What follows belongs to an exercise in optimizing a design on an open flow for small area; a production flow would make more cautious choices. Only simulation tests tie the RTL to the original design; equivalence was not proved. Power is estimated from default activity; no workload was simulated.

JK:
==> flow/design.v <==
module ttl_pattern_gen #(
   parameter int CH_NUM  = 8,
   parameter int CNT_W   = 16,
   parameter int BURST_W = 8,
   parameter int LB_DLY  = 4
) (
   input  logic              CLK_40M,
   input  logic              RST,
   input  logic              CFG_WE,
   input  logic [3:0]        CFG_CH,
   input  logic [1:0]        CFG_ADDR,
   input  logic [CNT_W-1:0]  CFG_DATA,
   input  logic              START,
   input  logic              STOP,
   output logic [CH_NUM-1:0] OUT,
   output logic [CH_NUM-1:0] BUSY,
   output logic              DONE,
   input  logic [CH_NUM-1:0] RX,
   output logic [15:0]       ERR_CNT
);
   function automatic logic [CNT_W-1:0] inc_c(input logic [CNT_W-1:0] x);
      logic c;
      c = 1'b1;
      for (int b = 0; b < CNT_W; b++) begin
         inc_c[b] = x[b] ^ c;
         c        = c & x[b];
      end
   endfunction
   function automatic logic [BURST_W-1:0] inc_b(input logic [BURST_W-1:0] x, input logic ci);
      logic c;
      c = ci;
      for (int b = 0; b < BURST_W; b++) begin
         inc_b[b] = x[b] ^ c;
         c        = c & x[b];
      end
   endfunction
   logic [CNT_W-1:0]   data_neg;
   logic [BURST_W-1:0] data_negb;
   logic             data_nz;
   assign data_neg = inc_c(~CFG_DATA);
   assign data_nz  = |CFG_DATA;
   assign data_negb = data_neg[BURST_W-1:0];
   logic [CH_NUM-1:0] busy_q, busy_d;
   logic [CH_NUM-1:0] out_c;
   logic              done_q;
   for (genvar i = 0; i < CH_NUM; i++) begin : g_ch
      logic we_ch;
      assign we_ch = CFG_WE && (CFG_CH == 4'(i));
      logic [CNT_W-1:0]   per_sh;    
      logic [CNT_W-1:0]   wid_sh;    
      logic [CNT_W-1:0]   dneg_sh;   
      logic [BURST_W-1:0] bur_sh;    
      logic               pnz_sh;    
      logic               wv_sh;     
      logic               dnz_sh;    
      logic we_p, we_w, we_b, we_d;
      assign we_p = we_ch && CFG_ADDR == 2'd0;
      assign we_w = we_ch && CFG_ADDR == 2'd1;
      assign we_b = we_ch && CFG_ADDR == 2'd2;
      assign we_d = we_ch && CFG_ADDR == 2'd3;
      logic [CNT_W-1:0]   per_sh_d, wid_sh_d, dneg_sh_d;
      logic [BURST_W-1:0] bur_sh_d;
      patgen_ao22 #(CNT_W)   u_per_sh (.s1(we_p), .a(CFG_DATA), .s0(!we_p), .b(per_sh), .y(per_sh_d));
      patgen_ao22 #(CNT_W)   u_wid_sh (.s1(we_w), .a(CFG_DATA), .s0(!we_w), .b(wid_sh), .y(wid_sh_d));
      patgen_ao22 #(CNT_W)   u_dly_sh (.s1(we_d), .a(data_neg), .s0(!we_d), .b(dneg_sh), .y(dneg_sh_d));
      patgen_ao22 #(BURST_W) u_bur_sh (.s1(we_b), .a(data_negb), .s0(!we_b), .b(bur_sh),
                                       .y(bur_sh_d));
      always_ff @(posedge CLK_40M) begin
         per_sh  <= per_sh_d;
         wid_sh  <= wid_sh_d;
         dneg_sh <= dneg_sh_d;
      end
      always_ff @(posedge CLK_40M or posedge RST) begin
         if (RST) begin
            bur_sh <= '0;
            pnz_sh <= 1'b0;
            wv_sh  <= 1'b0;
            dnz_sh <= 1'b0;
         end else begin
            bur_sh <= bur_sh_d;
            if (we_p) pnz_sh <= data_nz;
            if (we_w) wv_sh  <= 1'b1;
            if (we_d) dnz_sh <= data_nz;
         end
      end
      logic [CNT_W-1:0]   k_q, k_d, k_inc;
      logic [CNT_W-1:0]   per_q, wid_q;
      logic [BURST_W-1:0] brem_q;
      logic               dly_q, f_q;
      logic               eop, last, at_w;
      assign k_inc = inc_c(k_q);
      assign eop   = !dly_q && (k_inc == per_q);
      assign at_w  = (k_q == wid_q);
      assign last  = &brem_q;
      logic [CNT_W-1:0]   per_d, wid_d;
      logic [BURST_W-1:0] brem_d;
      logic               brem_inc;
      assign brem_inc = eop && brem_q != '0;
      patgen_ao22 #(CNT_W) u_k (.s1(START && dnz_sh), .a(dneg_sh), .s0(!START && !eop), .b(k_inc),
                                .y(k_d));
      patgen_ao22 #(CNT_W) u_per (.s1(START), .a(per_sh), .s0(!START), .b(per_q), .y(per_d));
      patgen_ao22 #(CNT_W) u_wid (.s1(START && wv_sh), .a(wid_sh), .s0(!START), .b(wid_q), .y(wid_d));
      patgen_ao22 #(BURST_W) u_brem (.s1(START), .a(bur_sh), .s0(!START), .b(inc_b(brem_q, brem_inc)),
                                     .y(brem_d));
      always_comb begin
         if (STOP) busy_d[i] = 1'b0;
         else if (START) busy_d[i] = pnz_sh;
         else busy_d[i] = busy_q[i] && !(eop && last);
      end
      always_ff @(posedge CLK_40M) begin
         k_q    <= k_d;
         per_q  <= per_d;
         wid_q  <= wid_d;
         brem_q <= brem_d;
         f_q <= !(START || dly_q || eop) && (f_q || at_w);
         if (START) begin
            dly_q  <= dnz_sh;
         end else if (dly_q && k_q == '1) begin
            dly_q <= 1'b0;
         end
      end
      assign out_c[i] = busy_q[i] && !dly_q && !f_q && !at_w && !eop;
   end
   always_ff @(posedge CLK_40M or posedge RST) begin
      if (RST) begin
         busy_q <= '0;
         done_q <= 1'b0;
      end else begin
         busy_q <= busy_d;
         done_q <= (|busy_q) && !(|busy_d) && !STOP && !START;
      end
   end
   assign OUT  = out_c;
   assign BUSY = busy_q;
   assign DONE = done_q;
   logic [CH_NUM-1:0] pipe_q [LB_DLY];
   logic [CH_NUM-1:0] mis;
   logic [15:0]       err_q;
   logic [3:0]        nmis;
   logic [15:0]       err_sum;
   logic              err_co;
   function automatic logic [1:0] fadd(input logic a, input logic b, input logic c);
      fadd = {(a & b) | (a & c) | (b & c), a ^ b ^ c};
   endfunction
   logic [1:0] s0, s1, s2, s3, s4, s5;
   always_comb begin
      mis  = (RX ^ pipe_q[LB_DLY-1]) & busy_q;
      s0   = fadd(mis[0], mis[1], mis[2]);
      s1   = fadd(mis[3], mis[4], mis[5]);
      s2   = {mis[6] & mis[7], mis[6] ^ mis[7]};
      s3   = fadd(s0[0], s1[0], s2[0]);
      s4   = fadd(s0[1], s1[1], s2[1]);
      s5   = {s4[0] & s3[1], s4[0] ^ s3[1]};
      nmis = {s4[1] & s5[1], s4[1] ^ s5[1], s5[0], s3[0]};
   end
   always_comb begin
      logic c;
      logic [1:0] fa;
      c = 1'b0;
      for (int b = 0; b < 16; b++) begin
         if (b < 4) begin
            fa = fadd(err_q[b], nmis[b], c);
            err_sum[b] = fa[0];
            c = fa[1];
         end else begin
            err_sum[b] = err_q[b] ^ c;
            c = c & err_q[b];
         end
      end
      err_co = c;
   end
   always_ff @(posedge CLK_40M or posedge RST) begin
      if (RST) begin
         for (int k = 0; k < LB_DLY; k++) pipe_q[k] <= '0;
         err_q <= '0;
      end else begin
         pipe_q[0] <= out_c;
         for (int k = 1; k < LB_DLY; k++) pipe_q[k] <= pipe_q[k-1];
         if (START) err_q <= '0;
         else err_q <= err_co ? 16'hFFFF : err_sum;
      end
   end
   assign ERR_CNT = err_q;
endmodule
module patgen_ao22 #(
   parameter int W = 1
) (
   input  logic         s1,
   input  logic [W-1:0] a,
   input  logic         s0,
   input  logic [W-1:0] b,
   output logic [W-1:0] y
);
   assign y = ({W{s1}} & a) | ({W{s0}} & b);
endmodule
Settings: LEC_CHECK=0, ABC_AREA=1, CAP_MARGIN=20, CORE_MARGIN=2, CORE_UTILIZATION=70, CTS_BUF_LIST=sky130_fd_sc_hd__clkbuf_16, CTS_CLUSTER_DIAMETER=70, CTS_CLUSTER_SIZE=30, SLEW_MARGIN=20, SYNTH_HIERARCHICAL=1; clock period 10.0 ns.
standard.sh (not shown) runs the stock make flow with config.mk's settings and CLKGATE_MAP_FILE= SYNTH_SCRIPT=/design/flow/synth_recipe.tcl, a recipe that flattens the netlist after the stock synthesis.
==> flow/flow/run.sh <==
#!/bin/bash
# Own layout flow: the standard ORFS flow (standard.sh) with three changes, all passed as
# make variables:
#  * SCRIPTS_DIR: a copy of ORFS's scripts in which abc_area.script maps the logic with ABC's
#    area-oriented mapper (amap) instead of its delay-oriented one; everything else, including
#    the flip-flop mapping, is ORFS's own;
#  * CTS_ARGS: the clock tree options the flow settings give, plus -dont_use_dummy_load;
#  * BUFFER_PORTS_ARGS: every input and output port still gets a buffer, the smallest one.
# The make output goes to flow_make.log here; ORFS keeps each step's log under orfs/logs/.
set -euo pipefail
rm -rf scripts_amap
cp -r "$FLOW_HOME/scripts" scripts_amap
cp flow/abc_area.script scripts_amap/abc_area.script
bash standard.sh \
  "SCRIPTS_DIR=$PWD/scripts_amap" \
  "CTS_ARGS=-sink_clustering_enable -repair_clock_nets -dont_use_dummy_load -buf_list sky130_fd_sc_hd__clkbuf_16 -sink_clustering_size 30 -sink_clustering_max_diameter 70" \
  "BUFFER_PORTS_ARGS=-buffer_cell sky130_fd_sc_hd__buf_1" \
  finish > flow_make.log 2>&1
==> flow/flow/abc_area.script <==
strash
ifraig
dc2
dch -f
amap -F 2 -A 8
topo
dnsize -c
The following lists how MS was set up differently from JK:
--- a/flow/design.v
+++ b/flow/design.v
@@ -17,28 +17,31 @@
    output logic              DONE,
    input  logic [CH_NUM-1:0] RX,
    output logic [15:0]       ERR_CNT
 );
-   function automatic logic [CNT_W-1:0] inc_c(input logic [CNT_W-1:0] x);
+   function automatic logic [CNT_W:0] inc_c(input logic [CNT_W-1:0] x);
       logic c;
       c = 1'b1;
       for (int b = 0; b < CNT_W; b++) begin
          inc_c[b] = x[b] ^ c;
          c        = c & x[b];
       end
+      inc_c[CNT_W] = c;
    endfunction
-   function automatic logic [BURST_W-1:0] inc_b(input logic [BURST_W-1:0] x, input logic ci);
+   function automatic logic [BURST_W:0] inc_b(input logic [BURST_W-1:0] x, input logic ci);
       logic c;
       c = ci;
       for (int b = 0; b < BURST_W; b++) begin
          inc_b[b] = x[b] ^ c;
          c        = c & x[b];
       end
+      inc_b[BURST_W] = c;
    endfunction
    logic [CNT_W-1:0]   data_neg;
    logic [BURST_W-1:0] data_negb;
    logic             data_nz;
-   assign data_neg = inc_c(~CFG_DATA);
+   logic             data_neg_co;   
+   assign {data_neg_co, data_neg} = inc_c(~CFG_DATA);
    assign data_nz  = |CFG_DATA;
    assign data_negb = data_neg[BURST_W-1:0];
    logic [CH_NUM-1:0] busy_q, busy_d;
    logic [CH_NUM-1:0] out_c;
@@ -83,42 +86,39 @@
             if (we_d) dnz_sh <= data_nz;
          end
       end
       logic [CNT_W-1:0]   k_q, k_d, k_inc;
+      logic               k_co;
       logic [CNT_W-1:0]   per_q, wid_q;
       logic [BURST_W-1:0] brem_q;
       logic               dly_q, f_q;
-      logic               eop, last, at_w;
-      assign k_inc = inc_c(k_q);
+      logic               eop, at_w;
+      assign {k_co, k_inc} = inc_c(k_q);
       assign eop   = !dly_q && (k_inc == per_q);
       assign at_w  = (k_q == wid_q);
-      assign last  = &brem_q;
       logic [CNT_W-1:0]   per_d, wid_d;
-      logic [BURST_W-1:0] brem_d;
-      logic               brem_inc;
+      logic [BURST_W-1:0] brem_d, brem_nx;
+      logic               brem_inc, brem_end;
       assign brem_inc = eop && brem_q != '0;
+      assign {brem_end, brem_nx} = inc_b(brem_q, brem_inc);
       patgen_ao22 #(CNT_W) u_k (.s1(START && dnz_sh), .a(dneg_sh), .s0(!START && !eop), .b(k_inc),
                                 .y(k_d));
       patgen_ao22 #(CNT_W) u_per (.s1(START), .a(per_sh), .s0(!START), .b(per_q), .y(per_d));
       patgen_ao22 #(CNT_W) u_wid (.s1(START && wv_sh), .a(wid_sh), .s0(!START), .b(wid_q), .y(wid_d));
-      patgen_ao22 #(BURST_W) u_brem (.s1(START), .a(bur_sh), .s0(!START), .b(inc_b(brem_q, brem_inc)),
+      patgen_ao22 #(BURST_W) u_brem (.s1(START), .a(bur_sh), .s0(!START), .b(brem_nx),
                                      .y(brem_d));
       always_comb begin
          if (STOP) busy_d[i] = 1'b0;
          else if (START) busy_d[i] = pnz_sh;
-         else busy_d[i] = busy_q[i] && !(eop && last);
+         else busy_d[i] = busy_q[i] && !brem_end;
       end
       always_ff @(posedge CLK_40M) begin
          k_q    <= k_d;
          per_q  <= per_d;
          wid_q  <= wid_d;
          brem_q <= brem_d;
          f_q <= !(START || dly_q || eop) && (f_q || at_w);
-         if (START) begin
-            dly_q  <= dnz_sh;
-         end else if (dly_q && k_q == '1) begin
-            dly_q <= 1'b0;
-         end
+         dly_q <= START ? dnz_sh : (dly_q && !k_co);
       end
       assign out_c[i] = busy_q[i] && !dly_q && !f_q && !at_w && !eop;
    end
    always_ff @(posedge CLK_40M or posedge RST) begin
Findings:
- MS: flow completed, timing, DRC and antenna clean
- The worst hold-check slack in MS sits 0.025 ns below the value recorded for JK.
- MS improves on JK in relative max-transition margin.
- Diff JK -> MS: area after synthesis dropped 1.2%; leakage dissipation rose by about 0.43%; time the final worst path needs with I/O delays and setup rose 0.33 ns; synthesis-to-layout area growth did not really move.

-- afterwards: timing with drivers on the ports --
The flow's constraints put no driver on any port. The routed layouts listed below were extracted and timed again, unchanged, in two steps. Step 1 assumes that a clkbuf_16 drives the clock port and a buf_2 every other input. Step 2 times the ports against the registers' clock, not the clock port: input delays grow and output delays shrink by t, the midpoint of the rising clock arrivals with the driver on. Three values: ideal ports, drivers, drivers and shift; two values: the first two.
run | t, ns | setup slack, ns | worst hold slack (ns) | latest minus earliest clock arrival (ns)
JK | 0.674 | 2.315 / 2.247 / 2.069 | 0.354 / 0.354 / 0.354 | 0.055 / 0.055
MS | 0.659 | 1.988 / 1.927 / 2.434 | 0.329 / 0.329 / 0.329 | 0.058 / 0.057
After both steps setup and hold are still met in every run listed. For JK, which loses most, drivers alone change the setup slack by -0.068 ns; drivers and shift together by -0.246 ns.
